Context: an optimization exercise on an open-source flow, tuned for small area. The choices shown serve that exercise and are no tape-out recipe.
At most, simulation tests tie the RTL to the original design; equivalence was not proved.

==> flow/design.v <==
`default_nettype none
package sentinel_isa_pkg;
  localparam int unsigned INSTR_W = 32;
  localparam logic [INSTR_W-1:0] SENTINEL_START = 32'h5AA0_0013;
  localparam logic [INSTR_W-1:0] SENTINEL_END = 32'h5FF0_0013;
endpackage
`default_nettype wire
`default_nettype none
package profile_time_pkg;
  localparam int unsigned TS_W = 16;
  typedef logic [TS_W-1:0] timestamp_t;
  localparam timestamp_t SENTINEL_OVERHEAD = timestamp_t'(1);
endpackage
`default_nettype wire
`timescale 1ns/1ns
`default_nettype none
module sentinel_detector #(
  parameter int unsigned PW = 3
) (
  input  logic                            clk,
  input  logic                            i_reset,
  input  logic                            i_wb_valid,
  input  logic [sentinel_isa_pkg::INSTR_W-1:0] i_wb_instr,
  input  profile_time_pkg::timestamp_t    i_cnt,         
  input  profile_time_pkg::timestamp_t    i_cnt_next,    
  input  logic                            i_cnt_wraps,   
  input  logic [PW-1:0]                   i_rd_ptr,
  input  logic                            i_pop,
  output logic                            o_is_start,
  output logic                            o_acc,
  output logic [PW-1:0]                   o_wr_ptr,
  output logic                            o_empty,
  output profile_time_pkg::timestamp_t    o_start_ts,
  output logic                            o_ge_now,      
  output logic                            o_orphan_end,
  output logic                            o_overflow
);
  logic is_end, push, open_q, full_q;
  assign o_is_start = i_wb_valid && (i_wb_instr == sentinel_isa_pkg::SENTINEL_START);
  assign is_end     = i_wb_valid && (i_wb_instr == sentinel_isa_pkg::SENTINEL_END);
  assign push       = is_end && open_q;
  assign o_acc      = push && !full_q;
  assign o_empty    = (o_wr_ptr == i_rd_ptr) && !full_q;
  always_ff @(posedge clk) begin
    if (i_reset) begin
      open_q       <= 1'b0;
      o_orphan_end <= 1'b0;
      o_overflow   <= 1'b0;
      full_q       <= 1'b0;
      o_wr_ptr     <= '0;
    end else begin
      o_orphan_end <= is_end && !open_q;
      o_overflow   <= push && full_q;
      if (o_is_start)  open_q <= 1'b1;
      else if (is_end) open_q <= 1'b0;
      if (o_acc) o_wr_ptr <= o_wr_ptr + 1'b1;
      if (i_pop)
        full_q <= 1'b0;
      else if (o_acc && (PW'(o_wr_ptr + 1'b1) == i_rd_ptr))
        full_q <= 1'b1;
    end
  end
  always_ff @(posedge clk) begin
    if (o_is_start) o_start_ts <= i_cnt;
  end
  always_ff @(posedge clk) begin
    if (o_is_start) o_ge_now <= !i_cnt_wraps;
    else            o_ge_now <= (o_ge_now && !i_cnt_wraps) || (i_cnt_next == o_start_ts);
  end
endmodule
`default_nettype wire
`timescale 1ns/1ns
`default_nettype none
module sentinel_fifo #(
  parameter int unsigned N_TILES = 8,
  parameter int unsigned PW      = 3,
  parameter int unsigned SLOT    = 0
) (
  input  logic                                      clk,
  input  logic                                      i_reset,
  input  logic [N_TILES-1:0]                        i_win,       
  input  logic [N_TILES*PW-1:0]                     i_wr_ptr,
  input  logic [N_TILES*profile_time_pkg::TS_W-1:0] i_start_ts,
  input  profile_time_pkg::timestamp_t              i_cnt,
  input  profile_time_pkg::timestamp_t              i_cnt_next,
  input  logic                                      i_cnt_wraps,
  input  logic                                      i_pop,       
  output profile_time_pkg::timestamp_t              o_start,
  output profile_time_pkg::timestamp_t              o_end
);
  localparam int unsigned TS_W = profile_time_pkg::TS_W;
  logic                         live;
  logic                         any_push;
  profile_time_pkg::timestamp_t cand;
  logic                         take_start;
  logic                         take_end;
  logic                         end_ge;      
  always_comb begin
    any_push = 1'b0;
    cand     = '0;
    for (int unsigned k = 0; k < N_TILES; k++) begin
      if (i_win[k] && i_wr_ptr[k*PW +: PW] == PW'(SLOT)) begin
        any_push = 1'b1;
        cand     = cand | i_start_ts[k*TS_W +: TS_W];
      end
    end
  end
  assign take_start = any_push && (!live || cand > o_start);
  assign take_end   = any_push && (!live || end_ge);
  always_ff @(posedge clk) begin
    if (take_start) o_start <= cand;
    if (take_end)   o_end   <= i_cnt;
  end
  always_ff @(posedge clk) begin
    if (take_end) end_ge <= !i_cnt_wraps;
    else          end_ge <= (end_ge && !i_cnt_wraps) || (i_cnt_next == o_end);
  end
  always_ff @(posedge clk) begin
    if (i_reset)       live <= 1'b0;
    else if (i_pop)    live <= 1'b0;
    else if (any_push) live <= 1'b1;
  end
endmodule
`default_nettype wire
`timescale 1ns/1ns
`default_nettype none
module sync_reporter #(
  parameter int unsigned N_TILES = 8,
  parameter int unsigned PW      = 3
) (
  input  logic                  clk,
  input  logic [N_TILES-1:0]    i_is_start,
  input  logic [N_TILES-1:0]    i_ge_now,     
  input  logic [N_TILES-1:0]    i_acc,
  input  logic [N_TILES*PW-1:0] i_wr_ptr,
  output logic [N_TILES-1:0]    o_win
);
  localparam int unsigned NT = N_TILES;
  logic [NT*NT-1:0] ord;
  for (genvar a = 1; a < NT; a++) begin : gen_ord_a
    for (genvar b = 0; b < a; b++) begin : gen_ord_b
      always_ff @(posedge clk) begin
        if (i_is_start[a] && i_is_start[b]) ord[a*NT+b] <= 1'b1;
        else if (i_is_start[a])             ord[a*NT+b] <= i_ge_now[b];
        else if (i_is_start[b])             ord[a*NT+b] <= !i_ge_now[a];
      end
    end
  end
  always_comb begin
    for (int unsigned k = 0; k < NT; k++) begin
      o_win[k] = i_acc[k];
      for (int unsigned j = 0; j < NT; j++) begin
        if (i_acc[j] && i_wr_ptr[j*PW +: PW] == i_wr_ptr[k*PW +: PW]) begin
          if (j < k && !ord[k*NT+j]) o_win[k] = 1'b0;
          if (j > k &&  ord[j*NT+k]) o_win[k] = 1'b0;
        end
      end
    end
  end
endmodule
`default_nettype wire
`timescale 1ns/1ns
`default_nettype none
module sync_profiler #(
  parameter int unsigned N_TILES    = 8,
  parameter int unsigned FIFO_DEPTH = 8    
) (
  input  logic                                         clk,
  input  logic                                         i_reset,
  input  logic [N_TILES-1:0]                           i_wb_valid,
  input  logic [N_TILES*sentinel_isa_pkg::INSTR_W-1:0] i_wb_instr,
  output logic                                         o_sync_valid,
  output profile_time_pkg::timestamp_t                 o_sync_cycles,
  output profile_time_pkg::timestamp_t                 o_sync_count,
  output logic [N_TILES-1:0]                           o_orphan_end,
  output logic [N_TILES-1:0]                           o_overflow
);
  localparam int unsigned INSTR_W = sentinel_isa_pkg::INSTR_W;
  localparam int unsigned TS_W    = profile_time_pkg::TS_W;
  localparam int unsigned NT      = N_TILES;
  localparam int unsigned ND      = FIFO_DEPTH;
  localparam int unsigned PW      = (ND > 1) ? $clog2(ND) : 1;
  typedef profile_time_pkg::timestamp_t ts_t;
  ts_t  cycle_cnt;
  ts_t  cnt_next;
  logic cnt_wraps;
  assign cnt_next  = cycle_cnt + 1'b1;
  assign cnt_wraps = &cycle_cnt;
  always_ff @(posedge clk) begin
    if (i_reset) cycle_cnt <= '0;
    else         cycle_cnt <= cnt_next;
  end
  logic [NT-1:0]      is_start, acc, empty, ge_now, win;
  logic [NT*PW-1:0]   wr_ptr;
  logic [NT*TS_W-1:0] start_ts;
  logic [PW-1:0]      rd_ptr;      
  logic               pop;
  ts_t                slot_start [ND];
  ts_t                slot_end   [ND];
  for (genvar k = 0; k < NT; k++) begin : gen_tile
    sentinel_detector #(
      .PW (PW)
    ) sentinel_detector_i (
      .clk          (clk),
      .i_reset      (i_reset),
      .i_wb_valid   (i_wb_valid[k]),
      .i_wb_instr   (i_wb_instr[k*INSTR_W +: INSTR_W]),
      .i_cnt        (cycle_cnt),
      .i_cnt_next   (cnt_next),
      .i_cnt_wraps  (cnt_wraps),
      .i_rd_ptr     (rd_ptr),
      .i_pop        (pop),
      .o_is_start   (is_start[k]),
      .o_acc        (acc[k]),
      .o_wr_ptr     (wr_ptr[k*PW +: PW]),
      .o_empty      (empty[k]),
      .o_start_ts   (start_ts[k*TS_W +: TS_W]),
      .o_ge_now     (ge_now[k]),
      .o_orphan_end (o_orphan_end[k]),
      .o_overflow   (o_overflow[k])
    );
  end
  sync_reporter #(
    .N_TILES (NT),
    .PW      (PW)
  ) sync_order_i (
    .clk        (clk),
    .i_is_start (is_start),
    .i_ge_now   (ge_now),
    .i_acc      (acc),
    .i_wr_ptr   (wr_ptr),
    .o_win      (win)
  );
  for (genvar s = 0; s < ND; s++) begin : gen_slot
    sentinel_fifo #(
      .N_TILES (NT),
      .PW      (PW),
      .SLOT    (s)
    ) sentinel_slot_i (
      .clk         (clk),
      .i_reset     (i_reset),
      .i_win       (win),
      .i_wr_ptr    (wr_ptr),
      .i_start_ts  (start_ts),
      .i_cnt       (cycle_cnt),
      .i_cnt_next  (cnt_next),
      .i_cnt_wraps (cnt_wraps),
      .i_pop       (pop && rd_ptr == PW'(s)),
      .o_start     (slot_start[s]),
      .o_end       (slot_end[s])
    );
  end
  assign pop    = !(|empty);
  assign rd_ptr = o_sync_count[PW-1:0];
  always_ff @(posedge clk) begin
    if (i_reset) begin
      o_sync_valid <= 1'b0;
      o_sync_count <= '0;
    end else begin
      o_sync_valid <= pop;
      if (pop) begin
        o_sync_count <= o_sync_count + 1'b1;
      end
    end
  end
  always_ff @(posedge clk) begin
    if (pop) begin
      o_sync_cycles <= slot_end[rd_ptr] - slot_start[rd_ptr] - profile_time_pkg::SENTINEL_OVERHEAD;
    end
  end
endmodule
`default_nettype wire
Settings: LEC_CHECK=0, CAP_MARGIN=20, CORE_MARGIN=2, CORE_UTILIZATION=40, PLACE_DENSITY=0.45, SLEW_MARGIN=20, BUFFER_PORTS_ARGS=-buffer_cell sky130_fd_sc_hd__buf_1, CTS_ARGS=-sink_clustering_enable -repair_clock_nets -dont_use_dummy_load -buf_list sky130_fd_sc_hd__clkbuf_8 -sink_clustering_size 16 -sink_clustering_max_diameter 60; clock period 25.0 ns.
standard.sh (not shown) runs the stock make flow with config.mk's settings and CLKGATE_MAP_FILE= SYNTH_SCRIPT=/design/flow/synth_recipe.tcl, a recipe that flattens the netlist after the stock synthesis.
==> flow/flow/run.sh <==
#!/bin/bash
# The standard layout (standard.sh), with two changes to how cells are
# chosen: single-strength buffers on the ports, and a clock tree of
# mid-size buffers without dummy loads. Each tool's output goes to the ORFS
# logs under orfs/logs; make's own output to standard.log.
set -e
cp config.mk config_orig.mk
cat >> config.mk <<'CFG'
export BUFFER_PORTS_ARGS = -buffer_cell sky130_fd_sc_hd__buf_1
export CTS_ARGS = -sink_clustering_enable -repair_clock_nets -dont_use_dummy_load -buf_list sky130_fd_sc_hd__clkbuf_8 -sink_clustering_size 16 -sink_clustering_max_diameter 60
CFG
bash standard.sh > standard.log 2>&1
Edit:
--- a/flow/design.v
+++ b/flow/design.v
@@ -75,12 +75,13 @@
   parameter int unsigned N_TILES = 8,
   parameter int unsigned PW      = 3,
   parameter int unsigned SLOT    = 0
 ) (
   input  logic                                      clk,
   input  logic                                      i_reset,
+  input  logic [N_TILES-1:0]                        i_acc,       
   input  logic [N_TILES-1:0]                        i_win,       
   input  logic [N_TILES*PW-1:0]                     i_wr_ptr,
   input  logic [N_TILES*profile_time_pkg::TS_W-1:0] i_start_ts,
   input  profile_time_pkg::timestamp_t              i_cnt,
   input  profile_time_pkg::timestamp_t              i_cnt_next,
   input  logic                                      i_cnt_wraps,
@@ -96,15 +97,15 @@
   logic                         take_end;
   logic                         end_ge;      
   always_comb begin
     any_push = 1'b0;
     cand     = '0;
     for (int unsigned k = 0; k < N_TILES; k++) begin
-      if (i_win[k] && i_wr_ptr[k*PW +: PW] == PW'(SLOT)) begin
-        any_push = 1'b1;
-        cand     = cand | i_start_ts[k*TS_W +: TS_W];
+      if (i_wr_ptr[k*PW +: PW] == PW'(SLOT)) begin
+        if (i_acc[k]) any_push = 1'b1;
+        if (i_win[k]) cand = cand | i_start_ts[k*TS_W +: TS_W];
       end
     end
   end
   assign take_start = any_push && (!live || cand > o_start);
   assign take_end   = any_push && (!live || end_ge);
   always_ff @(posedge clk) begin
@@ -190,13 +191,13 @@
     if (i_reset) cycle_cnt <= '0;
     else         cycle_cnt <= cnt_next;
   end
   logic [NT-1:0]      is_start, acc, empty, ge_now, win;
   logic [NT*PW-1:0]   wr_ptr;
   logic [NT*TS_W-1:0] start_ts;
-  logic [PW-1:0]      rd_ptr;      
+  logic [PW-1:0]      rd_ptr;
   logic               pop;
   ts_t                slot_start [ND];
   ts_t                slot_end   [ND];
   for (genvar k = 0; k < NT; k++) begin : gen_tile
     sentinel_detector #(
       .PW (PW)
@@ -236,32 +237,34 @@
       .N_TILES (NT),
       .PW      (PW),
       .SLOT    (s)
     ) sentinel_slot_i (
       .clk         (clk),
       .i_reset     (i_reset),
+      .i_acc       (acc),
       .i_win       (win),
       .i_wr_ptr    (wr_ptr),
       .i_start_ts  (start_ts),
       .i_cnt       (cycle_cnt),
       .i_cnt_next  (cnt_next),
       .i_cnt_wraps (cnt_wraps),
       .i_pop       (pop && rd_ptr == PW'(s)),
       .o_start     (slot_start[s]),
       .o_end       (slot_end[s])
     );
   end
-  assign pop    = !(|empty);
-  assign rd_ptr = o_sync_count[PW-1:0];
+  assign pop = !(|empty);
   always_ff @(posedge clk) begin
     if (i_reset) begin
+      rd_ptr       <= '0;
       o_sync_valid <= 1'b0;
       o_sync_count <= '0;
     end else begin
       o_sync_valid <= pop;
       if (pop) begin
+        rd_ptr       <= rd_ptr + 1'b1;
         o_sync_count <= o_sync_count + 1'b1;
       end
     end
   end
   always_ff @(posedge clk) begin
     if (pop) begin
Result: Count of clock-buffer cells in the layout is unchanged. Worst hold slack got worse by 0.013 ns. Die area increases by 4.0%. Utilization stays flat. Clock skew goes up by 0.062 ns. Non-clock buffer count is higher by 50. Cell count rose by 5.0%.
No functional check of the RTL was part of the second run of this note.

## what the ideal ports hide
The results above use ideal ports. As a check the final layouts listed here were re-extracted and re-timed, cells and wires unchanged. Step 1, drivers: a clkbuf_16 drives clk and a buf_2 each remaining input, both assumed. Step 2 times the ports against the registers' clock, not the clock port: input delays grow and output delays shrink by t, the midpoint of the rising clock arrivals with the driver on. a / b / c = no drivers / after step 1 / after step 2; a / b = the first two.
run	shift t [ns]	slack for setup (ns)	latest minus earliest clock arrival (ns)	worst register clock-pin slew, ns	pins driven straight from the clock port
the first run	0.790	14.229 / 14.264 / 13.474	0.090 / 0.090	0.10 / 0.10	1
the second run	0.810	14.292 / 14.330 / 13.520	0.151 / 0.151	0.11 / 0.11	1
After both steps every run listed still meets setup and hold. For the second run, which loses most, drivers alone change the setup slack by +0.038 ns; drivers and shift together by -0.772 ns.
